This is an optimization exercise on Yosys and OpenROAD, whose aim is small area and a short achievable clock period, not a production implementation. No run shown here included a check of the RTL's function; only the layout flow was run.

==> flow/design.v <==
package xgmii_rx_pkg;
    localparam logic [7:0] XGMII_START = 8'hFB;
    localparam logic [7:0] XGMII_TERM  = 8'hFD;
    localparam logic [7:0] XGMII_IDLE  = 8'h07;
    localparam int DATA_W = 64;
    localparam int LANES  = 8;
    typedef logic [13:0] frame_len_t;
    typedef enum logic [3:0] {
        RUNT,
        FRAGMENT,
        SZ_64,
        SZ_65_127,
        SZ_128_255,
        SZ_256_511,
        SZ_512_1023,
        SZ_1024_MAX,
        OVERSIZE,
        JABBER
    } size_class_t;
    localparam logic [31:0] CRC_PRESET = 32'hFFFF_FFFF;
    function automatic logic [31:0] crc_check_const(input logic [2:0] t);
        case (t)
            3'd0:    crc_check_const = 32'hDEBB201E;
            3'd1:    crc_check_const = 32'h00BE26ED;
            3'd2:    crc_check_const = 32'hBE26ED00;
            3'd3:    crc_check_const = 32'h2DFD1072;
            3'd4:    crc_check_const = 32'hFFFFFFFF;
            3'd5:    crc_check_const = 32'h62932081;
            3'd6:    crc_check_const = 32'h4E3D5E5C;
            default: crc_check_const = 32'h39DD08E2;
        endcase
    endfunction
endpackage
`timescale 1ns/100ps
module xgmii_frame_parser
(
    input  logic        clk,
    input  logic        inv_aresetn,
    input  logic [63:0] xgmii_data_i,
    input  logic [7:0]  xgmii_ctrl_i,
    output logic [63:0] word_o,
    output logic        word_start_o,
    output logic [2:0]  check_lane_o,
    input  logic        crc_match_i,
    output logic [63:0] axis_tdata_o,
    output logic [7:0]  axis_tkeep_o,
    output logic        axis_tvalid_o,
    output logic        axis_tlast_o,
    output logic        axis_tuser_o,
    output logic [10:0] words_o,
    output logic [2:0]  len_lo_o
);
    typedef enum logic [1:0] {
        ST_IDLE,
        ST_DATA,
        ST_TAIL
    } state_t;
    logic [63:0] data_mask;
    logic        is_sfd_lane;
    logic [7:0]  is_term;
    logic [2:0]  term_lane;
    logic        to_tail;
    always_comb begin
        for (int i = 0; i < xgmii_rx_pkg::LANES; i++) begin
            data_mask[8*i +: 8] = {8{(i == 0 || i == 4 || !xgmii_ctrl_i[i]) && (i >= 4 || !to_tail)}};
            is_term[i] = (xgmii_data_i[8*i +: 8] == xgmii_rx_pkg::XGMII_TERM);
        end
    end
    assign is_sfd_lane = (xgmii_data_i[7:0] == xgmii_rx_pkg::XGMII_START) && !inv_aresetn;
    always_comb begin
        term_lane = '0;
        for (int i = xgmii_rx_pkg::LANES - 1; i >= 0; i--) begin
            if (xgmii_ctrl_i[i]) begin
                term_lane = 3'(i);
            end
        end
    end
    logic [7:0]  w_ctrl8_q;
    logic [7:0]  w_is_term_q;
    logic [2:0]  w_lane_q;
    logic        w_start_lane_q;
    logic        w_start_q;
    logic [63:0] w_data_q;
    logic [63:0] hold_q;
    always_ff @(posedge clk) begin
        w_data_q    <= xgmii_data_i & data_mask;
        w_ctrl8_q   <= xgmii_ctrl_i;
        w_is_term_q <= is_term;
        w_lane_q    <= to_tail ? w_lane_q : term_lane;
        w_start_lane_q <= is_sfd_lane;
        hold_q      <= w_data_q;
    end
    logic        w_ctrl_q;
    logic        w_term_ok_q;
    assign w_ctrl_q    = |w_ctrl8_q;
    assign w_start_q   = w_start_lane_q && (w_ctrl8_q == 8'h01);
    assign w_term_ok_q = w_is_term_q[w_lane_q] && ((w_ctrl8_q >> w_lane_q) == (8'hFF >> w_lane_q));
    assign word_o       = w_data_q;
    assign word_start_o = w_start_q;
    state_t      state_q;
    state_t      state_d;
    logic        held_vld_q;
    logic        held_vld_d;
    logic        tail_ok_q;
    logic [10:0] words_q;
    logic [10:0] words_d;
    logic [2:0]  len_lo_q;
    logic        cnt_inc_q;
    logic        cnt_first_q;
    logic        cnt_zero_q;
    logic        good;
    logic        tvalid_d;
    logic        tlast_d;
    logic [7:0]  tkeep_d;
    logic        tuser_d;
    logic [2:0]  len_lo_d;
    assign check_lane_o = w_lane_q;
    assign good         = crc_match_i && ((state_q == ST_TAIL) ? tail_ok_q : w_term_ok_q);
    assign to_tail      = (state_d == ST_TAIL);
    assign words_o  = words_q;
    assign len_lo_o = len_lo_q;
    always_comb begin
        state_d    = state_q;
        held_vld_d = held_vld_q;
        tvalid_d   = 1'b0;
        tlast_d    = 1'b0;
        tkeep_d    = 8'hFF;
        tuser_d    = good;
        len_lo_d   = 3'd4;
        case (state_q)
            ST_IDLE: begin
                if (w_start_q) begin
                    state_d    = ST_DATA;
                    held_vld_d = 1'b0;
                end
            end
            ST_DATA: begin
                if (!w_ctrl_q) begin
                    tvalid_d   = held_vld_q;
                    held_vld_d = 1'b1;
                end else begin
                    held_vld_d = 1'b0;
                    state_d    = ST_IDLE;
                    tvalid_d   = held_vld_q;
                    if (!w_term_ok_q) begin
                        tlast_d = 1'b1;
                    end else if (w_lane_q < 3'd4) begin
                        tlast_d = 1'b1;
                        tkeep_d  = 8'hFF >> (3'd4 - w_lane_q);
                        len_lo_d = w_lane_q;
                    end else if (w_lane_q == 3'd4) begin
                        tlast_d = 1'b1;
                    end else begin
                        state_d = ST_TAIL;
                    end
                end
            end
            ST_TAIL: begin
                tvalid_d   = 1'b1;
                tlast_d    = 1'b1;
                tkeep_d    = 8'hFF >> (4'd12 - {1'b0, w_lane_q});
                len_lo_d   = w_lane_q;
                held_vld_d = 1'b0;
                state_d    = w_start_q ? ST_DATA : ST_IDLE;
            end
            default: begin
                state_d = ST_IDLE;
            end
        endcase
    end
    always_comb begin
        if (cnt_inc_q) begin
            words_d = cnt_first_q ? 11'd1 : words_q + 11'd1;
        end else if (cnt_zero_q) begin
            words_d = '0;
        end else begin
            words_d = words_q;
        end
    end
    always_ff @(posedge clk) begin
        axis_tdata_o <= hold_q;
        axis_tkeep_o <= tkeep_d;
        axis_tlast_o <= tlast_d;
        words_q      <= words_d;
        cnt_inc_q    <= (state_q == ST_DATA) && !w_ctrl_q;
        cnt_first_q  <= !held_vld_q;
        cnt_zero_q   <= (state_q == ST_DATA) && w_ctrl_q && !held_vld_q;
        tail_ok_q    <= w_term_ok_q;
        axis_tuser_o <= tuser_d;
        if (tvalid_d && tlast_d) begin
            len_lo_q <= len_lo_d;
        end
        if (inv_aresetn) begin
            state_q       <= ST_IDLE;
            held_vld_q    <= 1'b0;
            axis_tvalid_o <= 1'b0;
        end else begin
            state_q       <= state_d;
            held_vld_q    <= held_vld_d;
            axis_tvalid_o <= tvalid_d;
        end
    end
endmodule
`timescale 1ns/100ps
module xgmii_crc_check
(
    input  logic        clk,
    input  logic [63:0] word_i,
    input  logic        word_start_i,
    input  logic [2:0]  check_lane_i,
    output logic        crc_match_o
);
    logic [31:0] crc_q;
    logic [31:0] x;
    logic [31:0] d_hi;
    logic [31:0] nxt_a;
    logic [31:0] nxt_b;
    logic [31:0] nxt;
    for (genvar i = 0; i < 32; i++) begin : g_x
        crc_xor2 u_x (.a(crc_q[i]), .b(word_i[i]), .y(x[i]));
    end
    assign d_hi = word_i[63:32];
    logic [409:0] t;
    crc_xor2 u_x0 (.a(x[3]), .b(x[13]), .y(t[0]));
    crc_xor2 u_x1 (.a(x[11]), .b(x[12]), .y(t[1]));
    crc_xor2 u_x2 (.a(d_hi[7]), .b(x[19]), .y(t[2]));
    crc_xor2 u_x3 (.a(d_hi[0]), .b(d_hi[22]), .y(t[3]));
    crc_xor2 u_x4 (.a(x[6]), .b(x[16]), .y(t[4]));
    crc_xor2 u_x5 (.a(x[4]), .b(x[9]), .y(t[5]));
    crc_xor2 u_x6 (.a(x[5]), .b(x[31]), .y(t[6]));
    crc_xor2 u_x7 (.a(d_hi[4]), .b(x[7]), .y(t[7]));
    crc_xor2 u_x8 (.a(d_hi[5]), .b(x[8]), .y(t[8]));
    crc_xor2 u_x9 (.a(d_hi[24]), .b(x[10]), .y(t[9]));
    crc_xor2 u_x10 (.a(d_hi[23]), .b(x[30]), .y(t[10]));
    crc_xor2 u_x11 (.a(d_hi[15]), .b(t[0]), .y(t[11]));
    crc_xor2 u_x12 (.a(d_hi[2]), .b(d_hi[26]), .y(t[12]));
    crc_xor2 u_x13 (.a(d_hi[3]), .b(d_hi[6]), .y(t[13]));
    crc_xor2 u_x14 (.a(d_hi[11]), .b(x[14]), .y(t[14]));
    crc_xor2 u_x15 (.a(d_hi[12]), .b(x[15]), .y(t[15]));
    crc_xor2 u_x16 (.a(d_hi[19]), .b(t[2]), .y(t[16]));
    crc_xor2 u_x17 (.a(d_hi[14]), .b(d_hi[30]), .y(t[17]));
    crc_xor2 u_x18 (.a(d_hi[16]), .b(d_hi[28]), .y(t[18]));
    crc_xor2 u_x19 (.a(d_hi[18]), .b(d_hi[25]), .y(t[19]));
    crc_xor2 u_x20 (.a(d_hi[13]), .b(d_hi[29]), .y(t[20]));
    crc_xor2 u_x21 (.a(d_hi[21]), .b(x[26]), .y(t[21]));
    crc_xor2 u_x22 (.a(x[1]), .b(x[21]), .y(t[22]));
    crc_xor2 u_x23 (.a(d_hi[27]), .b(x[22]), .y(t[23]));
    crc_xor2 u_x24 (.a(t[3]), .b(x[27]), .y(t[24]));
    crc_xor2 u_x25 (.a(d_hi[20]), .b(x[25]), .y(t[25]));
    crc_xor2 u_x26 (.a(d_hi[31]), .b(x[17]), .y(t[26]));
    crc_xor2 u_x27 (.a(x[0]), .b(x[2]), .y(t[27]));
    crc_xor2 u_x28 (.a(d_hi[8]), .b(x[20]), .y(t[28]));
    crc_xor2 u_x29 (.a(d_hi[9]), .b(t[1]), .y(t[29]));
    crc_xor2 u_x30 (.a(d_hi[1]), .b(d_hi[10]), .y(t[30]));
    crc_xor2 u_x31 (.a(d_hi[17]), .b(t[6]), .y(t[31]));
    crc_xor2 u_x32 (.a(t[5]), .b(t[10]), .y(t[32]));
    crc_xor2 u_x33 (.a(x[18]), .b(x[23]), .y(t[33]));
    crc_xor2 u_x34 (.a(x[28]), .b(x[29]), .y(t[34]));
    crc_xor2 u_x35 (.a(d_hi[31]), .b(t[8]), .y(t[35]));
    crc_xor2 u_x36 (.a(t[4]), .b(t[13]), .y(t[36]));
    crc_xor2 u_x37 (.a(t[9]), .b(t[31]), .y(t[37]));
    crc_xor2 u_x38 (.a(t[12]), .b(x[24]), .y(t[38]));
    crc_xor2 u_x39 (.a(t[24]), .b(x[11]), .y(t[39]));
    crc_xor2 u_x40 (.a(t[7]), .b(t[27]), .y(t[40]));
    crc_xor2 u_x41 (.a(d_hi[25]), .b(d_hi[29]), .y(t[41]));
    crc_xor2 u_x42 (.a(d_hi[3]), .b(x[23]), .y(t[42]));
    crc_xor2 u_x43 (.a(x[18]), .b(x[29]), .y(t[43]));
    crc_xor2 u_x44 (.a(t[17]), .b(t[19]), .y(t[44]));
    crc_xor2 u_x45 (.a(t[20]), .b(x[24]), .y(t[45]));
    crc_xor2 u_x46 (.a(d_hi[30]), .b(x[8]), .y(t[46]));
    crc_xor2 u_x47 (.a(d_hi[2]), .b(t[18]), .y(t[47]));
    crc_xor2 u_x48 (.a(d_hi[9]), .b(t[14]), .y(t[48]));
    crc_xor2 u_x49 (.a(d_hi[27]), .b(t[28]), .y(t[49]));
    crc_xor2 u_x50 (.a(t[25]), .b(x[16]), .y(t[50]));
    crc_xor2 u_x51 (.a(t[5]), .b(t[23]), .y(t[51]));
    crc_xor2 u_x52 (.a(d_hi[0]), .b(t[15]), .y(t[52]));
    crc_xor2 u_x53 (.a(d_hi[6]), .b(t[33]), .y(t[53]));
    crc_xor2 u_x54 (.a(d_hi[5]), .b(d_hi[7]), .y(t[54]));
    crc_xor2 u_x55 (.a(d_hi[11]), .b(d_hi[17]), .y(t[55]));
    crc_xor2 u_x56 (.a(d_hi[14]), .b(x[2]), .y(t[56]));
    crc_xor2 u_x57 (.a(x[12]), .b(x[31]), .y(t[57]));
    crc_xor2 u_x58 (.a(d_hi[1]), .b(x[15]), .y(t[58]));
    crc_xor2 u_x59 (.a(x[2]), .b(x[3]), .y(t[59]));
    crc_xor2 u_x60 (.a(x[5]), .b(x[26]), .y(t[60]));
    crc_xor2 u_x61 (.a(x[4]), .b(x[28]), .y(t[61]));
    crc_xor2 u_x62 (.a(x[12]), .b(x[13]), .y(t[62]));
    crc_xor2 u_x63 (.a(d_hi[8]), .b(x[24]), .y(t[63]));
    crc_xor2 u_x64 (.a(t[55]), .b(x[20]), .y(t[64]));
    crc_xor2 u_x65 (.a(d_hi[16]), .b(x[14]), .y(t[65]));
    crc_xor2 u_x66 (.a(d_hi[28]), .b(x[0]), .y(t[66]));
    crc_xor2 u_x67 (.a(t[3]), .b(x[10]), .y(t[67]));
    crc_xor2 u_x68 (.a(d_hi[10]), .b(x[22]), .y(t[68]));
    crc_xor2 u_x69 (.a(d_hi[26]), .b(t[30]), .y(t[69]));
    crc_xor2 u_x70 (.a(x[1]), .b(x[6]), .y(t[70]));
    crc_xor2 u_x71 (.a(t[8]), .b(t[22]), .y(t[71]));
    crc_xor2 u_x72 (.a(t[4]), .b(t[26]), .y(t[72]));
    crc_xor2 u_x73 (.a(t[7]), .b(t[34]), .y(t[73]));
    crc_xor2 u_x74 (.a(t[21]), .b(t[26]), .y(t[74]));
    crc_xor2 u_x75 (.a(t[57]), .b(x[28]), .y(t[75]));
    crc_xor2 u_x76 (.a(t[6]), .b(t[38]), .y(t[76]));
    crc_xor2 u_x77 (.a(t[9]), .b(t[14]), .y(t[77]));
    crc_xor2 u_x78 (.a(t[29]), .b(t[36]), .y(t[78]));
    crc_xor2 u_x79 (.a(t[16]), .b(t[35]), .y(t[79]));
    crc_xor2 u_x80 (.a(d_hi[4]), .b(d_hi[6]), .y(t[80]));
    crc_xor2 u_x81 (.a(d_hi[2]), .b(d_hi[4]), .y(t[81]));
    crc_xor2 u_x82 (.a(d_hi[13]), .b(d_hi[17]), .y(t[82]));
    crc_xor2 u_x83 (.a(d_hi[21]), .b(d_hi[28]), .y(t[83]));
    crc_xor2 u_x84 (.a(d_hi[23]), .b(d_hi[24]), .y(t[84]));
    crc_xor2 u_x85 (.a(t[41]), .b(x[7]), .y(t[85]));
    crc_xor2 u_x86 (.a(t[12]), .b(t[30]), .y(t[86]));
    crc_xor2 u_x87 (.a(d_hi[3]), .b(x[4]), .y(t[87]));
    crc_xor2 u_x88 (.a(t[54]), .b(x[17]), .y(t[88]));
    crc_xor2 u_x89 (.a(d_hi[23]), .b(x[26]), .y(t[89]));
    crc_xor2 u_x90 (.a(d_hi[8]), .b(t[19]), .y(t[90]));
    crc_xor2 u_x91 (.a(d_hi[3]), .b(x[21]), .y(t[91]));
    crc_xor2 u_x92 (.a(x[5]), .b(x[30]), .y(t[92]));
    crc_xor2 u_x93 (.a(d_hi[18]), .b(x[7]), .y(t[93]));
    crc_xor2 u_x94 (.a(x[15]), .b(x[27]), .y(t[94]));
    crc_xor2 u_x95 (.a(t[20]), .b(x[27]), .y(t[95]));
    crc_xor2 u_x96 (.a(x[10]), .b(x[17]), .y(t[96]));
    crc_xor2 u_x97 (.a(t[17]), .b(t[18]), .y(t[97]));
    crc_xor2 u_x98 (.a(d_hi[2]), .b(x[16]), .y(t[98]));
    crc_xor2 u_x99 (.a(d_hi[12]), .b(x[25]), .y(t[99]));
    crc_xor2 u_x100 (.a(d_hi[22]), .b(x[30]), .y(t[100]));
    crc_xor2 u_x101 (.a(t[84]), .b(x[9]), .y(t[101]));
    crc_xor2 u_x102 (.a(t[82]), .b(x[18]), .y(t[102]));
    crc_xor2 u_x103 (.a(d_hi[12]), .b(t[38]), .y(t[103]));
    crc_xor2 u_x104 (.a(t[22]), .b(t[46]), .y(t[104]));
    crc_xor2 u_x105 (.a(t[25]), .b(t[60]), .y(t[105]));
    crc_xor2 u_x106 (.a(t[1]), .b(t[8]), .y(t[106]));
    crc_xor2 u_x107 (.a(t[24]), .b(t[44]), .y(t[107]));
    crc_xor2 u_x108 (.a(t[28]), .b(t[96]), .y(t[108]));
    crc_xor2 u_x109 (.a(t[30]), .b(t[94]), .y(t[109]));
    crc_xor2 u_x110 (.a(t[10]), .b(t[23]), .y(t[110]));
    crc_xor2 u_x111 (.a(t[63]), .b(x[29]), .y(t[111]));
    crc_xor2 u_x112 (.a(t[34]), .b(t[59]), .y(t[112]));
    crc_xor2 u_x113 (.a(d_hi[1]), .b(t[2]), .y(t[113]));
    crc_xor2 u_x114 (.a(t[69]), .b(t[70]), .y(t[114]));
    crc_xor2 u_x115 (.a(t[4]), .b(t[102]), .y(t[115]));
    crc_xor2 u_x116 (.a(t[43]), .b(t[68]), .y(t[116]));
    crc_xor2 u_x117 (.a(t[7]), .b(t[97]), .y(t[117]));
    crc_xor2 u_x118 (.a(t[56]), .b(x[14]), .y(t[118]));
    crc_xor2 u_x119 (.a(t[65]), .b(x[13]), .y(t[119]));
    crc_xor2 u_x120 (.a(t[0]), .b(t[66]), .y(t[120]));
    crc_xor2 u_x121 (.a(t[21]), .b(t[67]), .y(t[121]));
    crc_xor2 u_x122 (.a(t[21]), .b(t[45]), .y(t[122]));
    crc_xor2 u_x123 (.a(t[11]), .b(t[98]), .y(t[123]));
    crc_xor2 u_x124 (.a(t[16]), .b(t[114]), .y(t[124]));
    crc_xor2 u_x125 (.a(t[11]), .b(t[32]), .y(t[125]));
    crc_xor2 u_x126 (.a(t[0]), .b(t[53]), .y(t[126]));
    crc_xor2 u_x127 (.a(t[32]), .b(t[49]), .y(t[127]));
    crc_xor2 u_x128 (.a(t[39]), .b(t[115]), .y(t[128]));
    crc_xor2 u_x129 (.a(t[16]), .b(t[72]), .y(t[129]));
    crc_xor2 u_x130 (.a(t[32]), .b(t[39]), .y(t[130]));
    crc_xor2 u_x131 (.a(t[29]), .b(t[118]), .y(t[131]));
    crc_xor2 u_x132 (.a(t[16]), .b(t[50]), .y(t[132]));
    crc_xor2 u_x133 (.a(d_hi[24]), .b(t[75]), .y(t[133]));
    crc_xor2 u_x134 (.a(t[51]), .b(x[21]), .y(t[134]));
    crc_xor2 u_x135 (.a(t[11]), .b(t[109]), .y(t[135]));
    crc_xor2 u_x136 (.a(t[48]), .b(x[23]), .y(t[136]));
    crc_xor2 u_x137 (.a(t[40]), .b(t[49]), .y(t[137]));
    crc_xor2 u_x138 (.a(t[36]), .b(t[51]), .y(t[138]));
    crc_xor2 u_x139 (.a(d_hi[4]), .b(d_hi[20]), .y(t[139]));
    crc_xor2 u_x140 (.a(t[12]), .b(x[1]), .y(t[140]));
    crc_xor2 u_x141 (.a(x[3]), .b(t[139]), .y(t[141]));
    crc_xor2 u_x142 (.a(t[65]), .b(t[140]), .y(t[142]));
    crc_xor2 u_x143 (.a(t[141]), .b(t[36]), .y(t[143]));
    crc_xor2 u_x144 (.a(t[108]), .b(t[113]), .y(t[144]));
    crc_xor2 u_x145 (.a(t[142]), .b(t[130]), .y(t[145]));
    crc_xor2 u_x146 (.a(t[143]), .b(t[144]), .y(t[146]));
    crc_xor2 u_x147 (.a(d_hi[2]), .b(d_hi[21]), .y(t[147]));
    crc_xor2 u_x148 (.a(d_hi[23]), .b(x[18]), .y(t[148]));
    crc_xor2 u_x149 (.a(t[147]), .b(t[58]), .y(t[149]));
    crc_xor2 u_x150 (.a(t[61]), .b(t[88]), .y(t[150]));
    crc_xor2 u_x151 (.a(t[91]), .b(t[148]), .y(t[151]));
    crc_xor2 u_x152 (.a(t[29]), .b(t[149]), .y(t[152]));
    crc_xor2 u_x153 (.a(t[150]), .b(t[151]), .y(t[153]));
    crc_xor2 u_x154 (.a(t[37]), .b(t[137]), .y(t[154]));
    crc_xor2 u_x155 (.a(t[152]), .b(t[153]), .y(t[155]));
    crc_xor2 u_x156 (.a(d_hi[24]), .b(t[3]), .y(t[156]));
    crc_xor2 u_x157 (.a(t[81]), .b(x[5]), .y(t[157]));
    crc_xor2 u_x158 (.a(x[19]), .b(t[90]), .y(t[158]));
    crc_xor2 u_x159 (.a(t[156]), .b(t[157]), .y(t[159]));
    crc_xor2 u_x160 (.a(t[71]), .b(t[116]), .y(t[160]));
    crc_xor2 u_x161 (.a(t[120]), .b(t[158]), .y(t[161]));
    crc_xor2 u_x162 (.a(t[159]), .b(t[78]), .y(t[162]));
    crc_xor2 u_x163 (.a(t[160]), .b(t[161]), .y(t[163]));
    crc_xor2 u_x164 (.a(d_hi[5]), .b(t[13]), .y(t[164]));
    crc_xor2 u_x165 (.a(t[41]), .b(x[17]), .y(t[165]));
    crc_xor2 u_x166 (.a(x[20]), .b(x[22]), .y(t[166]));
    crc_xor2 u_x167 (.a(t[62]), .b(t[164]), .y(t[167]));
    crc_xor2 u_x168 (.a(t[165]), .b(t[166]), .y(t[168]));
    crc_xor2 u_x169 (.a(t[32]), .b(t[40]), .y(t[169]));
    crc_xor2 u_x170 (.a(t[167]), .b(t[168]), .y(t[170]));
    crc_xor2 u_x171 (.a(t[124]), .b(t[136]), .y(t[171]));
    crc_xor2 u_x172 (.a(t[169]), .b(t[170]), .y(t[172]));
    crc_xor2 u_x173 (.a(d_hi[7]), .b(d_hi[10]), .y(t[173]));
    crc_xor2 u_x174 (.a(d_hi[20]), .b(d_hi[30]), .y(t[174]));
    crc_xor2 u_x175 (.a(t[173]), .b(t[174]), .y(t[175]));
    crc_xor2 u_x176 (.a(t[15]), .b(t[175]), .y(t[176]));
    crc_xor2 u_x177 (.a(t[71]), .b(t[76]), .y(t[177]));
    crc_xor2 u_x178 (.a(t[77]), .b(t[176]), .y(t[178]));
    crc_xor2 u_x179 (.a(t[126]), .b(t[137]), .y(t[179]));
    crc_xor2 u_x180 (.a(t[177]), .b(t[178]), .y(t[180]));
    crc_xor2 u_x181 (.a(d_hi[13]), .b(d_hi[25]), .y(t[181]));
    crc_xor2 u_x182 (.a(t[83]), .b(x[11]), .y(t[182]));
    crc_xor2 u_x183 (.a(x[25]), .b(t[181]), .y(t[183]));
    crc_xor2 u_x184 (.a(t[2]), .b(t[22]), .y(t[184]));
    crc_xor2 u_x185 (.a(t[59]), .b(t[63]), .y(t[185]));
    crc_xor2 u_x186 (.a(t[182]), .b(t[183]), .y(t[186]));
    crc_xor2 u_x187 (.a(t[35]), .b(t[48]), .y(t[187]));
    crc_xor2 u_x188 (.a(t[52]), .b(t[184]), .y(t[188]));
    crc_xor2 u_x189 (.a(t[185]), .b(t[186]), .y(t[189]));
    crc_xor2 u_x190 (.a(t[138]), .b(t[187]), .y(t[190]));
    crc_xor2 u_x191 (.a(t[188]), .b(t[189]), .y(t[191]));
    crc_xor2 u_x192 (.a(x[7]), .b(x[19]), .y(t[192]));
    crc_xor2 u_x193 (.a(t[10]), .b(t[42]), .y(t[193]));
    crc_xor2 u_x194 (.a(t[47]), .b(t[68]), .y(t[194]));
    crc_xor2 u_x195 (.a(t[70]), .b(t[95]), .y(t[195]));
    crc_xor2 u_x196 (.a(t[192]), .b(t[52]), .y(t[196]));
    crc_xor2 u_x197 (.a(t[105]), .b(t[193]), .y(t[197]));
    crc_xor2 u_x198 (.a(t[194]), .b(t[195]), .y(t[198]));
    crc_xor2 u_x199 (.a(t[131]), .b(t[196]), .y(t[199]));
    crc_xor2 u_x200 (.a(t[197]), .b(t[198]), .y(t[200]));
    crc_xor2 u_x201 (.a(t[17]), .b(x[8]), .y(t[201]));
    crc_xor2 u_x202 (.a(t[4]), .b(t[42]), .y(t[202]));
    crc_xor2 u_x203 (.a(t[64]), .b(t[201]), .y(t[203]));
    crc_xor2 u_x204 (.a(t[40]), .b(t[122]), .y(t[204]));
    crc_xor2 u_x205 (.a(t[202]), .b(t[203]), .y(t[205]));
    crc_xor2 u_x206 (.a(t[133]), .b(t[135]), .y(t[206]));
    crc_xor2 u_x207 (.a(t[204]), .b(t[205]), .y(t[207]));
    crc_xor2 u_x208 (.a(d_hi[16]), .b(x[24]), .y(t[208]));
    crc_xor2 u_x209 (.a(t[5]), .b(t[14]), .y(t[209]));
    crc_xor2 u_x210 (.a(t[26]), .b(t[99]), .y(t[210]));
    crc_xor2 u_x211 (.a(t[208]), .b(t[71]), .y(t[211]));
    crc_xor2 u_x212 (.a(t[73]), .b(t[107]), .y(t[212]));
    crc_xor2 u_x213 (.a(t[209]), .b(t[210]), .y(t[213]));
    crc_xor2 u_x214 (.a(t[123]), .b(t[211]), .y(t[214]));
    crc_xor2 u_x215 (.a(t[212]), .b(t[213]), .y(t[215]));
    crc_xor2 u_x216 (.a(d_hi[15]), .b(t[81]), .y(t[216]));
    crc_xor2 u_x217 (.a(x[1]), .b(x[22]), .y(t[217]));
    crc_xor2 u_x218 (.a(t[15]), .b(t[28]), .y(t[218]));
    crc_xor2 u_x219 (.a(t[216]), .b(t[217]), .y(t[219]));
    crc_xor2 u_x220 (.a(t[105]), .b(t[112]), .y(t[220]));
    crc_xor2 u_x221 (.a(t[218]), .b(t[219]), .y(t[221]));
    crc_xor2 u_x222 (.a(t[79]), .b(t[128]), .y(t[222]));
    crc_xor2 u_x223 (.a(t[220]), .b(t[221]), .y(t[223]));
    crc_xor2 u_x224 (.a(d_hi[13]), .b(d_hi[18]), .y(t[224]));
    crc_xor2 u_x225 (.a(t[12]), .b(t[54]), .y(t[225]));
    crc_xor2 u_x226 (.a(x[23]), .b(t[224]), .y(t[226]));
    crc_xor2 u_x227 (.a(t[22]), .b(t[225]), .y(t[227]));
    crc_xor2 u_x228 (.a(t[226]), .b(t[73]), .y(t[228]));
    crc_xor2 u_x229 (.a(t[121]), .b(t[227]), .y(t[229]));
    crc_xor2 u_x230 (.a(t[131]), .b(t[228]), .y(t[230]));
    crc_xor2 u_x231 (.a(d_hi[19]), .b(d_hi[22]), .y(t[231]));
    crc_xor2 u_x232 (.a(t[13]), .b(t[231]), .y(t[232]));
    crc_xor2 u_x233 (.a(t[56]), .b(t[232]), .y(t[233]));
    crc_xor2 u_x234 (.a(t[106]), .b(t[110]), .y(t[234]));
    crc_xor2 u_x235 (.a(t[111]), .b(t[233]), .y(t[235]));
    crc_xor2 u_x236 (.a(t[135]), .b(t[234]), .y(t[236]));
    crc_xor2 u_x237 (.a(d_hi[7]), .b(t[80]), .y(t[237]));
    crc_xor2 u_x238 (.a(t[47]), .b(t[237]), .y(t[238]));
    crc_xor2 u_x239 (.a(t[50]), .b(t[238]), .y(t[239]));
    crc_xor2 u_x240 (.a(t[125]), .b(t[133]), .y(t[240]));
    crc_xor2 u_x241 (.a(t[136]), .b(t[239]), .y(t[241]));
    crc_xor2 u_x242 (.a(d_hi[10]), .b(t[41]), .y(t[242]));
    crc_xor2 u_x243 (.a(t[21]), .b(t[87]), .y(t[243]));
    crc_xor2 u_x244 (.a(t[88]), .b(t[242]), .y(t[244]));
    crc_xor2 u_x245 (.a(t[52]), .b(t[111]), .y(t[245]));
    crc_xor2 u_x246 (.a(t[119]), .b(t[243]), .y(t[246]));
    crc_xor2 u_x247 (.a(t[244]), .b(t[37]), .y(t[247]));
    crc_xor2 u_x248 (.a(t[245]), .b(t[246]), .y(t[248]));
    crc_xor2 u_x249 (.a(d_hi[26]), .b(d_hi[30]), .y(t[249]));
    crc_xor2 u_x250 (.a(t[80]), .b(x[25]), .y(t[250]));
    crc_xor2 u_x251 (.a(t[249]), .b(t[58]), .y(t[251]));
    crc_xor2 u_x252 (.a(t[90]), .b(t[92]), .y(t[252]));
    crc_xor2 u_x253 (.a(t[250]), .b(t[48]), .y(t[253]));
    crc_xor2 u_x254 (.a(t[251]), .b(t[252]), .y(t[254]));
    crc_xor2 u_x255 (.a(t[128]), .b(t[253]), .y(t[255]));
    crc_xor2 u_x256 (.a(d_hi[5]), .b(d_hi[9]), .y(t[256]));
    crc_xor2 u_x257 (.a(d_hi[14]), .b(d_hi[27]), .y(t[257]));
    crc_xor2 u_x258 (.a(t[256]), .b(t[257]), .y(t[258]));
    crc_xor2 u_x259 (.a(t[15]), .b(t[86]), .y(t[259]));
    crc_xor2 u_x260 (.a(t[89]), .b(t[93]), .y(t[260]));
    crc_xor2 u_x261 (.a(t[258]), .b(t[75]), .y(t[261]));
    crc_xor2 u_x262 (.a(t[259]), .b(t[260]), .y(t[262]));
    crc_xor2 u_x263 (.a(t[129]), .b(t[261]), .y(t[263]));
    crc_xor2 u_x264 (.a(d_hi[13]), .b(d_hi[22]), .y(t[264]));
    crc_xor2 u_x265 (.a(d_hi[27]), .b(t[18]), .y(t[265]));
    crc_xor2 u_x266 (.a(x[8]), .b(x[11]), .y(t[266]));
    crc_xor2 u_x267 (.a(t[264]), .b(t[7]), .y(t[267]));
    crc_xor2 u_x268 (.a(t[43]), .b(t[265]), .y(t[268]));
    crc_xor2 u_x269 (.a(t[266]), .b(t[77]), .y(t[269]));
    crc_xor2 u_x270 (.a(t[267]), .b(t[268]), .y(t[270]));
    crc_xor2 u_x271 (.a(t[124]), .b(t[125]), .y(t[271]));
    crc_xor2 u_x272 (.a(t[269]), .b(t[270]), .y(t[272]));
    crc_xor2 u_x273 (.a(d_hi[14]), .b(d_hi[20]), .y(t[273]));
    crc_xor2 u_x274 (.a(x[19]), .b(t[273]), .y(t[274]));
    crc_xor2 u_x275 (.a(t[14]), .b(t[15]), .y(t[275]));
    crc_xor2 u_x276 (.a(t[27]), .b(t[47]), .y(t[276]));
    crc_xor2 u_x277 (.a(t[85]), .b(t[274]), .y(t[277]));
    crc_xor2 u_x278 (.a(t[106]), .b(t[275]), .y(t[278]));
    crc_xor2 u_x279 (.a(t[276]), .b(t[277]), .y(t[279]));
    crc_xor2 u_x280 (.a(t[37]), .b(t[127]), .y(t[280]));
    crc_xor2 u_x281 (.a(t[278]), .b(t[279]), .y(t[281]));
    crc_xor2 u_x282 (.a(d_hi[0]), .b(d_hi[26]), .y(t[282]));
    crc_xor2 u_x283 (.a(t[19]), .b(t[20]), .y(t[283]));
    crc_xor2 u_x284 (.a(t[83]), .b(x[9]), .y(t[284]));
    crc_xor2 u_x285 (.a(x[20]), .b(t[282]), .y(t[285]));
    crc_xor2 u_x286 (.a(t[15]), .b(t[283]), .y(t[286]));
    crc_xor2 u_x287 (.a(t[284]), .b(t[285]), .y(t[287]));
    crc_xor2 u_x288 (.a(t[11]), .b(t[104]), .y(t[288]));
    crc_xor2 u_x289 (.a(t[286]), .b(t[287]), .y(t[289]));
    crc_xor2 u_x290 (.a(t[37]), .b(t[78]), .y(t[290]));
    crc_xor2 u_x291 (.a(t[288]), .b(t[289]), .y(t[291]));
    crc_xor2 u_x292 (.a(d_hi[7]), .b(d_hi[19]), .y(t[292]));
    crc_xor2 u_x293 (.a(t[20]), .b(t[292]), .y(t[293]));
    crc_xor2 u_x294 (.a(t[1]), .b(t[44]), .y(t[294]));
    crc_xor2 u_x295 (.a(t[67]), .b(t[69]), .y(t[295]));
    crc_xor2 u_x296 (.a(t[293]), .b(t[40]), .y(t[296]));
    crc_xor2 u_x297 (.a(t[72]), .b(t[119]), .y(t[297]));
    crc_xor2 u_x298 (.a(t[294]), .b(t[295]), .y(t[298]));
    crc_xor2 u_x299 (.a(t[134]), .b(t[296]), .y(t[299]));
    crc_xor2 u_x300 (.a(t[297]), .b(t[298]), .y(t[300]));
    crc_xor2 u_x301 (.a(d_hi[15]), .b(x[15]), .y(t[301]));
    crc_xor2 u_x302 (.a(t[24]), .b(t[33]), .y(t[302]));
    crc_xor2 u_x303 (.a(t[62]), .b(t[64]), .y(t[303]));
    crc_xor2 u_x304 (.a(t[92]), .b(t[301]), .y(t[304]));
    crc_xor2 u_x305 (.a(t[117]), .b(t[302]), .y(t[305]));
    crc_xor2 u_x306 (.a(t[303]), .b(t[304]), .y(t[306]));
    crc_xor2 u_x307 (.a(t[79]), .b(t[138]), .y(t[307]));
    crc_xor2 u_x308 (.a(t[305]), .b(t[306]), .y(t[308]));
    crc_xor2 u_x309 (.a(d_hi[29]), .b(x[30]), .y(t[309]));
    crc_xor2 u_x310 (.a(t[22]), .b(t[42]), .y(t[310]));
    crc_xor2 u_x311 (.a(t[61]), .b(t[66]), .y(t[311]));
    crc_xor2 u_x312 (.a(t[93]), .b(t[309]), .y(t[312]));
    crc_xor2 u_x313 (.a(t[11]), .b(t[31]), .y(t[313]));
    crc_xor2 u_x314 (.a(t[35]), .b(t[39]), .y(t[314]));
    crc_xor2 u_x315 (.a(t[103]), .b(t[310]), .y(t[315]));
    crc_xor2 u_x316 (.a(t[311]), .b(t[312]), .y(t[316]));
    crc_xor2 u_x317 (.a(t[313]), .b(t[314]), .y(t[317]));
    crc_xor2 u_x318 (.a(t[315]), .b(t[316]), .y(t[318]));
    crc_xor2 u_x319 (.a(d_hi[18]), .b(t[1]), .y(t[319]));
    crc_xor2 u_x320 (.a(t[23]), .b(t[46]), .y(t[320]));
    crc_xor2 u_x321 (.a(t[95]), .b(t[100]), .y(t[321]));
    crc_xor2 u_x322 (.a(t[76]), .b(t[108]), .y(t[322]));
    crc_xor2 u_x323 (.a(t[112]), .b(t[319]), .y(t[323]));
    crc_xor2 u_x324 (.a(t[320]), .b(t[321]), .y(t[324]));
    crc_xor2 u_x325 (.a(t[132]), .b(t[322]), .y(t[325]));
    crc_xor2 u_x326 (.a(t[323]), .b(t[324]), .y(t[326]));
    crc_xor2 u_x327 (.a(d_hi[0]), .b(d_hi[19]), .y(t[327]));
    crc_xor2 u_x328 (.a(t[17]), .b(x[6]), .y(t[328]));
    crc_xor2 u_x329 (.a(x[31]), .b(t[327]), .y(t[329]));
    crc_xor2 u_x330 (.a(t[25]), .b(t[33]), .y(t[330]));
    crc_xor2 u_x331 (.a(t[34]), .b(t[91]), .y(t[331]));
    crc_xor2 u_x332 (.a(t[328]), .b(t[329]), .y(t[332]));
    crc_xor2 u_x333 (.a(t[29]), .b(t[74]), .y(t[333]));
    crc_xor2 u_x334 (.a(t[120]), .b(t[330]), .y(t[334]));
    crc_xor2 u_x335 (.a(t[331]), .b(t[332]), .y(t[335]));
    crc_xor2 u_x336 (.a(t[127]), .b(t[333]), .y(t[336]));
    crc_xor2 u_x337 (.a(t[334]), .b(t[335]), .y(t[337]));
    crc_xor2 u_x338 (.a(d_hi[7]), .b(d_hi[29]), .y(t[338]));
    crc_xor2 u_x339 (.a(t[18]), .b(x[7]), .y(t[339]));
    crc_xor2 u_x340 (.a(x[21]), .b(t[338]), .y(t[340]));
    crc_xor2 u_x341 (.a(t[28]), .b(t[101]), .y(t[341]));
    crc_xor2 u_x342 (.a(t[339]), .b(t[340]), .y(t[342]));
    crc_xor2 u_x343 (.a(t[11]), .b(t[74]), .y(t[343]));
    crc_xor2 u_x344 (.a(t[76]), .b(t[116]), .y(t[344]));
    crc_xor2 u_x345 (.a(t[341]), .b(t[342]), .y(t[345]));
    crc_xor2 u_x346 (.a(t[78]), .b(t[343]), .y(t[346]));
    crc_xor2 u_x347 (.a(t[344]), .b(t[345]), .y(t[347]));
    crc_xor2 u_x348 (.a(t[23]), .b(t[64]), .y(t[348]));
    crc_xor2 u_x349 (.a(t[85]), .b(t[86]), .y(t[349]));
    crc_xor2 u_x350 (.a(t[101]), .b(t[29]), .y(t[350]));
    crc_xor2 u_x351 (.a(t[50]), .b(t[104]), .y(t[351]));
    crc_xor2 u_x352 (.a(t[348]), .b(t[349]), .y(t[352]));
    crc_xor2 u_x353 (.a(t[126]), .b(t[350]), .y(t[353]));
    crc_xor2 u_x354 (.a(t[351]), .b(t[352]), .y(t[354]));
    crc_xor2 u_x355 (.a(d_hi[10]), .b(d_hi[28]), .y(t[355]));
    crc_xor2 u_x356 (.a(t[19]), .b(t[355]), .y(t[356]));
    crc_xor2 u_x357 (.a(t[2]), .b(t[27]), .y(t[357]));
    crc_xor2 u_x358 (.a(t[42]), .b(t[46]), .y(t[358]));
    crc_xor2 u_x359 (.a(t[62]), .b(t[356]), .y(t[359]));
    crc_xor2 u_x360 (.a(t[74]), .b(t[77]), .y(t[360]));
    crc_xor2 u_x361 (.a(t[103]), .b(t[357]), .y(t[361]));
    crc_xor2 u_x362 (.a(t[358]), .b(t[359]), .y(t[362]));
    crc_xor2 u_x363 (.a(t[134]), .b(t[360]), .y(t[363]));
    crc_xor2 u_x364 (.a(t[361]), .b(t[362]), .y(t[364]));
    crc_xor2 u_x365 (.a(d_hi[1]), .b(d_hi[11]), .y(t[365]));
    crc_xor2 u_x366 (.a(d_hi[25]), .b(x[0]), .y(t[366]));
    crc_xor2 u_x367 (.a(x[4]), .b(x[5]), .y(t[367]));
    crc_xor2 u_x368 (.a(x[13]), .b(t[365]), .y(t[368]));
    crc_xor2 u_x369 (.a(t[25]), .b(t[45]), .y(t[369]));
    crc_xor2 u_x370 (.a(t[47]), .b(t[366]), .y(t[370]));
    crc_xor2 u_x371 (.a(t[367]), .b(t[368]), .y(t[371]));
    crc_xor2 u_x372 (.a(t[52]), .b(t[53]), .y(t[372]));
    crc_xor2 u_x373 (.a(t[110]), .b(t[369]), .y(t[373]));
    crc_xor2 u_x374 (.a(t[370]), .b(t[371]), .y(t[374]));
    crc_xor2 u_x375 (.a(t[129]), .b(t[372]), .y(t[375]));
    crc_xor2 u_x376 (.a(t[373]), .b(t[374]), .y(t[376]));
    crc_xor2 u_x377 (.a(x[3]), .b(t[99]), .y(t[377]));
    crc_xor2 u_x378 (.a(t[53]), .b(t[117]), .y(t[378]));
    crc_xor2 u_x379 (.a(t[122]), .b(t[377]), .y(t[379]));
    crc_xor2 u_x380 (.a(t[37]), .b(t[130]), .y(t[380]));
    crc_xor2 u_x381 (.a(t[378]), .b(t[379]), .y(t[381]));
    crc_xor2 u_x382 (.a(d_hi[15]), .b(x[6]), .y(t[382]));
    crc_xor2 u_x383 (.a(x[25]), .b(t[1]), .y(t[383]));
    crc_xor2 u_x384 (.a(t[45]), .b(t[61]), .y(t[384]));
    crc_xor2 u_x385 (.a(t[89]), .b(t[382]), .y(t[385]));
    crc_xor2 u_x386 (.a(t[35]), .b(t[107]), .y(t[386]));
    crc_xor2 u_x387 (.a(t[113]), .b(t[383]), .y(t[387]));
    crc_xor2 u_x388 (.a(t[384]), .b(t[385]), .y(t[388]));
    crc_xor2 u_x389 (.a(t[37]), .b(t[386]), .y(t[389]));
    crc_xor2 u_x390 (.a(t[387]), .b(t[388]), .y(t[390]));
    crc_xor2 u_x391 (.a(x[0]), .b(x[1]), .y(t[391]));
    crc_xor2 u_x392 (.a(x[12]), .b(x[14]), .y(t[392]));
    crc_xor2 u_x393 (.a(t[9]), .b(t[26]), .y(t[393]));
    crc_xor2 u_x394 (.a(t[44]), .b(t[60]), .y(t[394]));
    crc_xor2 u_x395 (.a(t[87]), .b(t[100]), .y(t[395]));
    crc_xor2 u_x396 (.a(t[391]), .b(t[392]), .y(t[396]));
    crc_xor2 u_x397 (.a(t[11]), .b(t[73]), .y(t[397]));
    crc_xor2 u_x398 (.a(t[393]), .b(t[394]), .y(t[398]));
    crc_xor2 u_x399 (.a(t[395]), .b(t[396]), .y(t[399]));
    crc_xor2 u_x400 (.a(t[132]), .b(t[397]), .y(t[400]));
    crc_xor2 u_x401 (.a(t[398]), .b(t[399]), .y(t[401]));
    crc_xor2 u_x402 (.a(d_hi[25]), .b(t[13]), .y(t[402]));
    crc_xor2 u_x403 (.a(x[9]), .b(t[6]), .y(t[403]));
    crc_xor2 u_x404 (.a(t[27]), .b(t[43]), .y(t[404]));
    crc_xor2 u_x405 (.a(t[58]), .b(t[402]), .y(t[405]));
    crc_xor2 u_x406 (.a(t[121]), .b(t[403]), .y(t[406]));
    crc_xor2 u_x407 (.a(t[404]), .b(t[405]), .y(t[407]));
    crc_xor2 u_x408 (.a(t[79]), .b(t[123]), .y(t[408]));
    crc_xor2 u_x409 (.a(t[406]), .b(t[407]), .y(t[409]));
    assign nxt_a[0] = t[145];
    assign nxt_b[0] = t[146];
    assign nxt_a[1] = t[154];
    assign nxt_b[1] = t[155];
    assign nxt_a[2] = t[162];
    assign nxt_b[2] = t[163];
    assign nxt_a[3] = t[171];
    assign nxt_b[3] = t[172];
    assign nxt_a[4] = t[179];
    assign nxt_b[4] = t[180];
    assign nxt_a[5] = t[190];
    assign nxt_b[5] = t[191];
    assign nxt_a[6] = t[199];
    assign nxt_b[6] = t[200];
    assign nxt_a[7] = t[206];
    assign nxt_b[7] = t[207];
    assign nxt_a[8] = t[214];
    assign nxt_b[8] = t[215];
    assign nxt_a[9] = t[222];
    assign nxt_b[9] = t[223];
    assign nxt_a[10] = t[229];
    assign nxt_b[10] = t[230];
    assign nxt_a[11] = t[235];
    assign nxt_b[11] = t[236];
    assign nxt_a[12] = t[240];
    assign nxt_b[12] = t[241];
    assign nxt_a[13] = t[247];
    assign nxt_b[13] = t[248];
    assign nxt_a[14] = t[254];
    assign nxt_b[14] = t[255];
    assign nxt_a[15] = t[262];
    assign nxt_b[15] = t[263];
    assign nxt_a[16] = t[271];
    assign nxt_b[16] = t[272];
    assign nxt_a[17] = t[280];
    assign nxt_b[17] = t[281];
    assign nxt_a[18] = t[290];
    assign nxt_b[18] = t[291];
    assign nxt_a[19] = t[299];
    assign nxt_b[19] = t[300];
    assign nxt_a[20] = t[307];
    assign nxt_b[20] = t[308];
    assign nxt_a[21] = t[317];
    assign nxt_b[21] = t[318];
    assign nxt_a[22] = t[325];
    assign nxt_b[22] = t[326];
    assign nxt_a[23] = t[336];
    assign nxt_b[23] = t[337];
    assign nxt_a[24] = t[346];
    assign nxt_b[24] = t[347];
    assign nxt_a[25] = t[353];
    assign nxt_b[25] = t[354];
    assign nxt_a[26] = t[363];
    assign nxt_b[26] = t[364];
    assign nxt_a[27] = t[375];
    assign nxt_b[27] = t[376];
    assign nxt_a[28] = t[380];
    assign nxt_b[28] = t[381];
    assign nxt_a[29] = t[389];
    assign nxt_b[29] = t[390];
    assign nxt_a[30] = t[400];
    assign nxt_b[30] = t[401];
    assign nxt_a[31] = t[408];
    assign nxt_b[31] = t[409];
    assign nxt = nxt_a ^ nxt_b;
    assign crc_match_o = (x == xgmii_rx_pkg::crc_check_const(check_lane_i));
    always_ff @(posedge clk) begin
        if (word_start_i) begin
            crc_q <= xgmii_rx_pkg::CRC_PRESET;
        end else begin
            crc_q <= nxt;
        end
    end
endmodule
module crc_xor2
(
    input  logic a,
    input  logic b,
    output logic y
);
    assign y = a ^ b;
endmodule
`timescale 1ns/100ps
module rx_frame_stats
#(
    parameter int MAX_FRAME_LEN = 1518
) (
    input  logic        clk,
    input  logic        inv_aresetn,
    input  logic        tvalid_i,
    input  logic        tlast_i,
    input  logic        tuser_i,
    input  logic [10:0] words_i,
    input  logic [2:0]  len_lo_i,
    output logic        stat_valid_o,
    output logic        stat_crc_ok_o,
    output logic [13:0] stat_len_o,
    output logic [3:0]  stat_size_o,
    output logic [31:0] good_frames_o,
    output logic [31:0] bad_frames_o
);
    logic frame_end;
    xgmii_rx_pkg::frame_len_t frame_len;
    function automatic xgmii_rx_pkg::size_class_t classify(input xgmii_rx_pkg::frame_len_t len, input logic crc_ok);
        if (len < 14'd64) begin
            classify = crc_ok ? xgmii_rx_pkg::RUNT : xgmii_rx_pkg::FRAGMENT;
        end else if (len == 14'd64) begin
            classify = xgmii_rx_pkg::SZ_64;
        end else if (len < 14'd128) begin
            classify = xgmii_rx_pkg::SZ_65_127;
        end else if (len < 14'd256) begin
            classify = xgmii_rx_pkg::SZ_128_255;
        end else if (len < 14'd512) begin
            classify = xgmii_rx_pkg::SZ_256_511;
        end else if (len < 14'd1024) begin
            classify = xgmii_rx_pkg::SZ_512_1023;
        end else if (len <= 14'(MAX_FRAME_LEN)) begin
            classify = xgmii_rx_pkg::SZ_1024_MAX;
        end else begin
            classify = crc_ok ? xgmii_rx_pkg::OVERSIZE : xgmii_rx_pkg::JABBER;
        end
    endfunction
    assign frame_end  = tvalid_i && tlast_i;
    function automatic logic [31:0] inc_toggle(input logic [31:0] cnt, input logic en);
        logic [7:0] c;
        c[0] = en;
        for (int k = 1; k < 8; k++) begin
            c[k] = c[k-1] & (&cnt[4*(k-1) +: 4]);
        end
        for (int k = 0; k < 8; k++) begin
            inc_toggle[4*k] = c[k];
            for (int j = 1; j < 4; j++) begin
                inc_toggle[4*k+j] = inc_toggle[4*k+j-1] & cnt[4*k+j-1];
            end
        end
    endfunction
    assign frame_len     = {words_i, len_lo_i};
    assign stat_len_o    = frame_len;
    always_ff @(posedge clk) begin
        stat_crc_ok_o <= tuser_i;
        stat_size_o   <= classify(frame_len, tuser_i);
        if (inv_aresetn) begin
            stat_valid_o  <= 1'b0;
            good_frames_o <= '0;
            bad_frames_o  <= '0;
        end else begin
            stat_valid_o <= frame_end;
            good_frames_o <= good_frames_o ^ inc_toggle(good_frames_o, frame_end && tuser_i);
            bad_frames_o  <= bad_frames_o ^ inc_toggle(bad_frames_o, frame_end && !tuser_i);
        end
    end
endmodule
`timescale 1ns/100ps
module xgmii_rx_top
#(
    parameter int MAX_FRAME_LEN = 1518
) (
    input  logic        clk,
    input  logic        inv_aresetn,
    input  logic [63:0] xgmii_data_i,
    input  logic [7:0]  xgmii_ctrl_i,
    output logic [63:0] axis_tdata_o,
    output logic [7:0]  axis_tkeep_o,
    output logic        axis_tvalid_o,
    output logic        axis_tlast_o,
    output logic        axis_tuser_o,
    output logic        stat_valid_o,
    output logic        stat_crc_ok_o,
    output logic [13:0] stat_len_o,
    output logic [3:0]  stat_size_o,
    output logic [31:0] good_frames_o,
    output logic [31:0] bad_frames_o
);
    logic [63:0] word;
    logic        word_start;
    logic [2:0]  check_lane;
    logic        crc_match;
    logic [10:0] words;
    logic [2:0]  len_lo;
    xgmii_frame_parser u_parser (
        .clk           (clk),
        .inv_aresetn   (inv_aresetn),
        .xgmii_data_i  (xgmii_data_i),
        .xgmii_ctrl_i  (xgmii_ctrl_i),
        .word_o        (word),
        .word_start_o  (word_start),
        .check_lane_o  (check_lane),
        .crc_match_i   (crc_match),
        .axis_tdata_o  (axis_tdata_o),
        .axis_tkeep_o  (axis_tkeep_o),
        .axis_tvalid_o (axis_tvalid_o),
        .axis_tlast_o  (axis_tlast_o),
        .axis_tuser_o  (axis_tuser_o),
        .words_o       (words),
        .len_lo_o      (len_lo)
    );
    xgmii_crc_check u_crc_check (
        .clk          (clk),
        .word_i       (word),
        .word_start_i (word_start),
        .check_lane_i (check_lane),
        .crc_match_o  (crc_match)
    );
    rx_frame_stats #(
        .MAX_FRAME_LEN (MAX_FRAME_LEN)
    ) u_stats (
        .clk           (clk),
        .inv_aresetn   (inv_aresetn),
        .tvalid_i      (axis_tvalid_o),
        .tlast_i       (axis_tlast_o),
        .tuser_i       (axis_tuser_o),
        .words_i       (words),
        .len_lo_i      (len_lo),
        .stat_valid_o  (stat_valid_o),
        .stat_crc_ok_o (stat_crc_ok_o),
        .stat_len_o    (stat_len_o),
        .stat_size_o   (stat_size_o),
        .good_frames_o (good_frames_o),
        .bad_frames_o  (bad_frames_o)
    );
endmodule
==> flow/flow/run.sh <==
#!/bin/bash
# Standard layout (settings from config.mk via config.mk) plus the settings
# in flow/extra.mk: plain buf_1 port buffers instead of the default
# delay-cell buffers, and a larger setup margin for timing repair.
set -e
cp config.mk config_in.log
cat flow/extra.mk >> config.mk
bash standard.sh > standard.log 2>&1
==> flow/flow/extra.mk <==
export BUFFER_PORTS_ARGS = -buffer_cell sky130_fd_sc_hd__buf_1
export SETUP_SLACK_MARGIN = 7.25
==> flow/standard.sh <==
#!/bin/bash
# synth_recipe.tcl (not shown) runs the flow's synth.tcl, then flattens the netlist and writes it again
# the make line also repeats each setting of config.mk as NAME=value (left out here)
make -C /OpenROAD-flow-scripts/flow DESIGN_CONFIG=/design/flow/config.mk WORK_HOME=/design/flow/orfs CLKGATE_MAP_FILE= SYNTH_SCRIPT=/design/flow/synth_recipe.tcl "${@:-finish}"
==> flow/config.mk <==
export PLATFORM = sky130hd
export DESIGN_NAME = xgmii_rx_top
export DESIGN_NICKNAME = xgmii_rx_top
export VERILOG_FILES = /design/flow/design.v
export SDC_FILE = /design/flow/constraint.sdc
export NUM_CORES = 4
export LEC_CHECK = 0
export CAP_MARGIN = 20
export CORE_MARGIN = 2
export CORE_UTILIZATION = 55
export CTS_CLUSTER_DIAMETER = 120
export CTS_CLUSTER_SIZE = 25
export SLEW_MARGIN = 20
export SYNTH_HIERARCHICAL = 1
export BUFFER_PORTS_ARGS = -buffer_cell sky130_fd_sc_hd__buf_1
export SETUP_SLACK_MARGIN = 7.25
==> flow/constraint.sdc <==
create_clock -name core_clock -period 10.5 [get_ports {clk}]
set_input_delay 2.1000 -clock core_clock [delete_from_list [all_inputs] [get_ports {clk}]]
set_output_delay 2.1000 -clock core_clock [all_outputs]
set_load 0.01 [all_outputs]
==> results of run 1 <==
-- per-module statistics from Yosys (local to each module, per instance), a selection --
module,cells,area (sq um)
xgmii_frame_parser,546,7121
xgmii_crc_check,244,2061
crc_xor2,1,8.758
-- registers in the layout (all words and copies together) (netlist names), 4 cells and up --
signal and flops:
u_parser.words_q 11, u_parser.axis_tdata_o 64, u_crc_check.crc_q 32, u_stats.bad_frames_o 32, u_parser.axis_tkeep_o 8, u_parser.w_data_q 64, u_parser.hold_q 64, u_stats.good_frames_o 32
u_stats.stat_size_o 4, u_parser.w_ctrl8_q 8, u_parser.w_is_term_q 8
-- cell families after synthesis --
family / count (synthesis) / synth area share (%)
xor+xnor: 502 / 27.28
simple gates: 385 / 14.53
flops: 346 / 44.03
compound gates: 118 / 4.968
buf+inv: 78 / 3.020
fa+ha+maj: 62 / 4.790
mux: 20 / 1.382
-- cells in the final DEF (no fill, tap or decap), drive strengths merged, types with 14 or more instances in the layout --
cell type / instances
a21oi: 27
buf: 272
clkbuf: 24
dfxtp: 329
edfxtp: 17
ha: 60
inv: 26
mux2i: 14
nand2: 53
nand2b: 36
nand3: 17
nand4: 24
nor2: 72
nor2b: 77
nor3: 19
nor4b: 27
o21ai: 32
xnor2: 52
xor2: 450
-- stage by stage --
stage	cell area (sq um)	hold slack, ns	utilization, %	cells
floorplan	16120	0.3096	-	1511
global placement	17320	0.3108	60.17	2105
detailed placement	17320	0.3121	60.17	2105
CTS	17830	0.3242	61.95	2136
global route	17870	0.3290	62.10	2140
finish	17870	0.3233	62.10	2140
-- what timing repair did --
action,CTS,global route
resized for setup,1,5
buffers inserted,8,4
endpoints found under the setup margin,11,18
cloned,0,0
-- path summary, 6_finish.rpt --
| check | start | to | slack [ns] | cells past startpoint |
|---|---|---|---|---|
| max | u_parser.words_q[9] | stat_len_o[12] | 7.30 | 1 |
| min | u_parser.hold_q[58] | u_parser.axis_tdata_o[58] | 0.32 | 0 |
| max reg2reg | u_parser.w_data_q[27] | u_crc_check.crc_q[9] | 7.31 | 7 |
| min reg2reg | u_parser.hold_q[58] | u_parser.axis_tdata_o[58] | 0.32 | 0 |
-- routing by layer --
| metal | vias up | wire length, um | part of all wire [%] |
|---|---|---|---|
| met1 | 5313 | 17700 | 42 |
| li1 | 5481 | - | - |
| met5 | - | 0 | 0 |
| met3 | 98 | 2390 | 5.6 |
| met2 | 371 | 20160 | 48 |
| met4 | 0 | 2133 | 5.0 |
-- cell type report --
| cell class | count | share of cell area [%] |
|---|---|---|
| multi-input cells | 1087 | 47.83 |
| flip-flops and latches | 346 | 39.72 |
| repair buffers | 274 | 6.692 |
| well taps | 384 | 2.688 |
| clock buffers | 22 | 2.485 |
| inverters | 26 | 0.5600 |
| clock inverters | 1 | 0.02800 |
==> out/metrics.yaml, run 1 <==
status:
  status: "timing/DRC/antenna clean"
sta:
  setup_viol: 0
  worst_pin_slew_ns: 1.143
  setup_tns_ns: 0
  period_needed_ns: 3.201
  max_freq_ghz: 0.3124
  finClkSkew_ns: 0.02114
  final_hold_viol_count: 0
  rsz0062_at_grt: "true"
  post-route-period-util_pct: 30.48
  max_slew_margin_pct: 23.55
  setup_slack_ns: 7.299
  drv_slew: 0
yosys:
  ys_dominant_reg_cell: "dfxtp_1"
  synth_top_cells_by_count: "xor2_1 (450), dfxtp_1 (329), nor2b_1 (77)"
  ys_async_sr_fraction_pct: 0
  ys.warnings.count: 9
  seq_area_frac_synth_pct: 44.03
  avgSynthCellArea_sq_um: 10.67
  synth_area_leaders: "dfxtp_1 (41%), xor2_1 (24%), ha_1 (4.7%)"
  yosysUniqueCellTypes: 88
  synth_most_common_cell: "xor2_1"
  ys_ff_latch: 346
  syn_inst: 1511
  synth_area_sq_mm: 0.01612
  yosysTopAreaCellShare_pct: 40.86
  synth.net_count: 1645
  synth_largest_area_cell: "dfxtp_1"
  synth-edff-count: 17
flow_run:
  timing.max_cap.violations: 0
route:
  drt-initial-drc-count: 732
  wl_mm: 42.38
  vias_per_cell: 5.263
  ant_nets: 0
  drtPass1Iterations: 6
  vias: 11260
  post_drt_wl_per_cell_um: 19.80
  drc: 0
place:
  dpl_worst_slack_ns: 7.153
  port_buffers: 232
  hpwl_mm: 33.07
  gp_congestion: 0.9867
grt:
  antenna_found_initial: 0
  grt_max_degree: 71
  grt_use_met1_pct: 34.35
  grtUsageMet3_pct: 3.329
  grt_usage_pct: 27.24
  grt_util_met2_pct: 46.41
  grt_first_pass_wirelength_mm: 63.91
  grt_pass1_vias: 10940
  grt_busiest_layer: "met2"
  overflow: 0
clock_tree:
  ctsHoldBuffers: 0
  clk_pin_slew_worst_paths_ns: 0.10
  cts_buffer_depth: 3
  cts_sinks: 346
  clk_latency_ns: 0.50
  htree_levels: 1
  cts_made_buffers: 17
  root_buffer: "clkbuf_16"
  cts_tree: "done"
cells_and_area:
  nFillCells: 2520
  diodes: 0
  final_layout_size_suffix_gt1_share_pct: 6.435
  multi_input_area_sq_mm: 0.008548
  nets: 1886
  regArea_sq_mm: 0.007099
  area_delta_synth_final_pct: 10.89
critical_path:
  crit_slowest_cell: "edfxtp_1"
  critPathBufInv: 1
  endpoint_kind: "output port"
  cpPeakStageDelay_ns: 0.45
  critical_path_class: "reg -> out"
  start_kind: "flop"
  critPathTopFamily: "flip-flops"
  arrival_ns: 1.10
  path_max_fanout: 4
  worstPathCellList: "buf_1"
  critPathRequiredTime_ns: 8.40
die:
  rows: 62
  io_pins: 233
  dieArea_sq_mm: 0.03069
  die_w_um: 175.2
  coreArea_sq_mm: 0.02878
  initial_core_util_pct: 56.00
  fp.dieH_um: 175.2
hold_path:
  hp-class: "reg -> reg"
==> inputs of run 2 (changes only) <==
--- a/flow/design.v
+++ b/flow/design.v
@@ -107,6 +107,6 @@
     logic [2:0]  len_lo_q;
     logic        cnt_inc_q;
-    logic        cnt_first_q;
-    logic        cnt_zero_q;
+    logic        cnt_clr_q;
+    logic [10:0] words_tgl;
     logic        good;
     logic        tvalid_d;
@@ -170,11 +170,9 @@
     end
     always_comb begin
-        if (cnt_inc_q) begin
-            words_d = cnt_first_q ? 11'd1 : words_q + 11'd1;
-        end else if (cnt_zero_q) begin
-            words_d = '0;
-        end else begin
-            words_d = words_q;
+        words_tgl[0] = cnt_inc_q;
+        for (int i = 1; i < 11; i++) begin
+            words_tgl[i] = words_tgl[i-1] & words_q[i-1];
         end
+        words_d = cnt_clr_q ? {10'd0, cnt_inc_q} : (words_q ^ words_tgl);
     end
     always_ff @(posedge clk) begin
@@ -184,6 +182,5 @@
         words_q      <= words_d;
         cnt_inc_q    <= (state_q == ST_DATA) && !w_ctrl_q;
-        cnt_first_q  <= !held_vld_q;
-        cnt_zero_q   <= (state_q == ST_DATA) && w_ctrl_q && !held_vld_q;
+        cnt_clr_q    <= (state_q == ST_DATA) && !held_vld_q;
         tail_ok_q    <= w_term_ok_q;
         axis_tuser_o <= tuser_d;
==> out/metrics.yaml, run 2 <==
sta:
  period_needed_ns: 3.196  # -0.004510 ns
  finClkSkew_ns: 0.02746  # +0.006319 ns
  worst_pin_slew_ns: 0.9995  # -0.1434 ns
  setup_tns_ns: 0  # unchanged
  rsz0062_at_grt: "false"
  drv_slew: 0  # unchanged
  final_hold_viol_count: 0  # unchanged
  setup_viol: 0  # unchanged
  max_freq_ghz: 0.3129  # +0.14%
critical_path:
  critPathTopFamily: "flip-flops"
  worstSetupStartpoint: "u_parser.words_q[2]"
  arrival_ns: 1.10  # about the same
  r2r-start: "u_parser.w_data_q[28]"
  worstPathCellList: "buf_1"
  critical_path_class: "reg -> out"
  regToRegEndpoint: "u_parser.axis_tuser_o"
  cp_num_cells: 1  # unchanged
  critPathBufInv: 1  # unchanged
  crit_slowest_cell: "dfxtp_1"
  r2r_slack_ns: 7.40  # +0.09 ns
  cpPeakStageDelay_ns: 0.42  # -0.03 ns
  cp-endpoint: "stat_len_o[5]"
  start_kind: "flop"
  path_max_fanout: 4  # unchanged
  critPathRequiredTime_ns: 8.40  # about the same
  reg2reg_depth: 9  # +2
yosys:
  yosysTopAreaCellShare_pct: 43.40  # +2.5 points
  ys_async_sr_fraction_pct: 0  # unchanged
  synth.net_count: 1586  # -3.6%
  yosysUniqueCellTypes: 80  # -9.1%
  ys_ff_latch: 345  # -0.29%
  synth_compound_area_share_pct: 4.385  # -0.58 points
  ys_dominant_reg_cell: "dfxtp_1"
  synthSimpleGateAreaFrac_pct: 13.58  # -0.95 points
  synth_top_family_by_area: "XOR/XNOR gates"
  synth_area_leaders: "dfxtp_1 (43%), xor2_1 (25%), ha_1 (5.5%)"
  synth_largest_area_cell: "dfxtp_1"
  seq_area_frac_synth_pct: 44.55  # +0.52 points
  synth_top_cells_by_count: "xor2_1 (446), dfxtp_1 (339), nor2b_1 (96)"
  syn_inst: 1443  # -4.5%
  synth_most_common_cell: "xor2_1"
  ys.warnings.count: 9  # unchanged
  synth-adder-area-share_pct: 5.657  # +0.87 points
  avgSynthCellArea_sq_um: 10.84  # +1.6%
  synth-edff-count: 6  # -11
  synthMuxAreaShare_pct: 1.528  # +0.15 points
clock_tree:
  htree_levels: 1  # unchanged
  cts_buffer_depth: 3  # unchanged
  cts_made_buffers: 17  # unchanged
  clk_latency_ns: 0.51  # about the same
  ctsHoldBuffers: 0  # unchanged
  root_buffer: "clkbuf_16"
cells_and_area:
  final_layout_size_suffix_gt1_share_pct: 5.889  # -0.55 points
  final_common_cell: "xor2_1"
  finalInstanceArea_sq_mm: 0.01750  # -2.1%
  regArea_sq_mm: 0.006978  # -1.7%
  top_regs: "u_parser.axis_tdata_o x64, u_parser.hold_q x64, u_parser.w_data_q x64"
  area_delta_synth_final_pct: 11.90
  nets: 1823  # -3.3%
  multi_input_area_sq_mm: 0.008381  # -2.0%
  diodes: 0  # unchanged
  most-common-layout-cells: "xor2_1 (439), dfxtp_1 (330), buf_1 (231)"
  nFillCells: 2432  # -3.5%
status:
  status: "timing/DRC/antenna clean"
grt:
  grt_first_pass_wirelength_mm: 61.29  # -4.1%
  overflow: 0  # unchanged
  antenna_found_initial: 0  # unchanged
  grt_max_degree: 71  # unchanged
  grt_usage_pct: 26.55  # -0.70 points
  grt_pass1_vias: 10470  # -4.3%
flow_run:
  timing.max_cap.violations: 0  # unchanged
route:
  drt-initial-drc-count: 725  # -0.96%
  vias: 10700  # -5.0%
  routed.top_layer: "met4"
  routed-wl-met3_mm: 2.130  # -11%
  m1WireLength_mm: 17.02  # -3.9%
  wl_mm: 40.21  # -5.1%
  drc: 0  # unchanged
  wl_met2_mm: 19.15  # -5.0%
  vias_per_cell: 5.197  # -1.3%
  post_drt_wl_per_cell_um: 19.53  # -1.4%
  ant_nets: 0  # unchanged
  drtPass1Iterations: 5  # -1
die:
  initial_core_util_pct: 56.13  # +0.12 points
  dieArea_sq_mm: 0.02979  # -2.9%
  fp.dieH_um: 172.6  # -1.5%
  coreArea_sq_mm: 0.02786  # -3.2%
  die_w_um: 172.6  # -1.5%
  io_pins: 233  # unchanged
place:
  hpwl_mm: 30.85  # -6.7%
  port_buffers: 232  # unchanged
  gp_congestion: 1.052  # +6.6%
hold_path:
  hp-class: "reg -> reg"
-- run 2: cell families (layout without fill, tap and decap cells) --
| group | Yosys count | in the layout |
|---|---|---|
| xor+xnor | 499 | 499 |
| flops | 345 | 345 |
| simple gates | 344 | 344 |
| compound gates | 100 | 101 |
| fa+ha+maj | 71 | 71 |
| buf+inv | 67 | 304 |
| mux | 17 | 17 |
-- run 2: layer usage --
layer | track usage, % | vias up
met2 | 45.72 | 344
met5 | 0 | -
li1 | - | 5218
met1 | 32.95 | 5037
met3 | 4.156 | 102
met4 | 11.61 | 0
-- run 2: modules after synthesis (local to each module, per instance), excerpt --
module / flops+latches / times used / area, sq um
crc_xor2: 0 / 442 / 8.758
xgmii_crc_check: 32 / 1 / 2061
xgmii_frame_parser: 243 / 1 / 6639
-- run 2: worst min path at each step --
stage	from	cells after the start	slack [ns]	endpoint
after CTS	u_parser.hold_q[41]	0	0.31	u_parser.axis_tdata_o[41]
final	u_parser.hold_q[41]	0	0.30	u_parser.axis_tdata_o[41]
after floorplan	u_parser.hold_q[0]	0	0.31	u_parser.axis_tdata_o[0]
after detailed placement	u_parser.hold_q[17]	0	0.31	u_parser.axis_tdata_o[17]
after global placement	u_parser.hold_q[17]	0	0.31	u_parser.axis_tdata_o[17]
after global routing	u_parser.hold_q[41]	0	0.32	u_parser.axis_tdata_o[41]
-- run 2: metrics by stage --
| step | utilization, % | cells | setup slack, ns | hold slack [ns] |
|---|---|---|---|---|
| floorplan | - | 1443 | 7.615 | 0.3096 |
| detailed placement | 60.67 | 2034 | 6.924 | 0.3121 |
| global route | 62.81 | 2059 | 7.255 | 0.3241 |
| CTS | 62.51 | 2057 | 7.258 | 0.3080 |
| finish | 62.81 | 2059 | 7.304 | 0.3041 |
| global placement | 60.67 | 2034 | 6.992 | 0.3098 |
-- run 2: cell type report --
type | count | area share (%)
Clock buffer | 19 | 2.474
Clock inverter | 1 | 0.1716
Inverter | 21 | 0.4648
Multi-Input combinational cell | 1032 | 47.90
Sequential cell | 345 | 39.88
Tap cell | 378 | 2.703
Timing Repair Buffer | 263 | 6.407
-- run 2: repair_timing --
action,in CTS,in global routing
endpoints found under the setup margin,40,38
gates resized for setup,6,13
setup buffers,2,2
cloned,1,0
pin swaps,1,0

port drivers added, routing unchanged:
The results above use ideal ports. As a check the final layouts listed here were re-extracted and re-timed, cells and wires unchanged.
Step 1 sets driving cells, clkbuf_16 on the clock port and buf_2 on the other inputs (assumed; they add their load-dependent delay and slew).
Step 2 also shifts input and output timing later by t, the mid clock arrival at the registers, as if the neighbouring blocks saw the same clock.
Three values: ideal, step 1, step 2; two values: the first two.
run | shift t [ns] | setup slack, ns | pins driven straight from the clock port
run 1 | 0.544 | 7.299 / 7.249 / 7.131 | 1
run 2 | 0.546 | 7.304 / 7.255 / 7.257 | 1
After both steps every run listed still meets setup and hold. The setup slack of run 1, which loses most, moves by -0.050 ns with the drivers and by -0.168 ns with both steps.
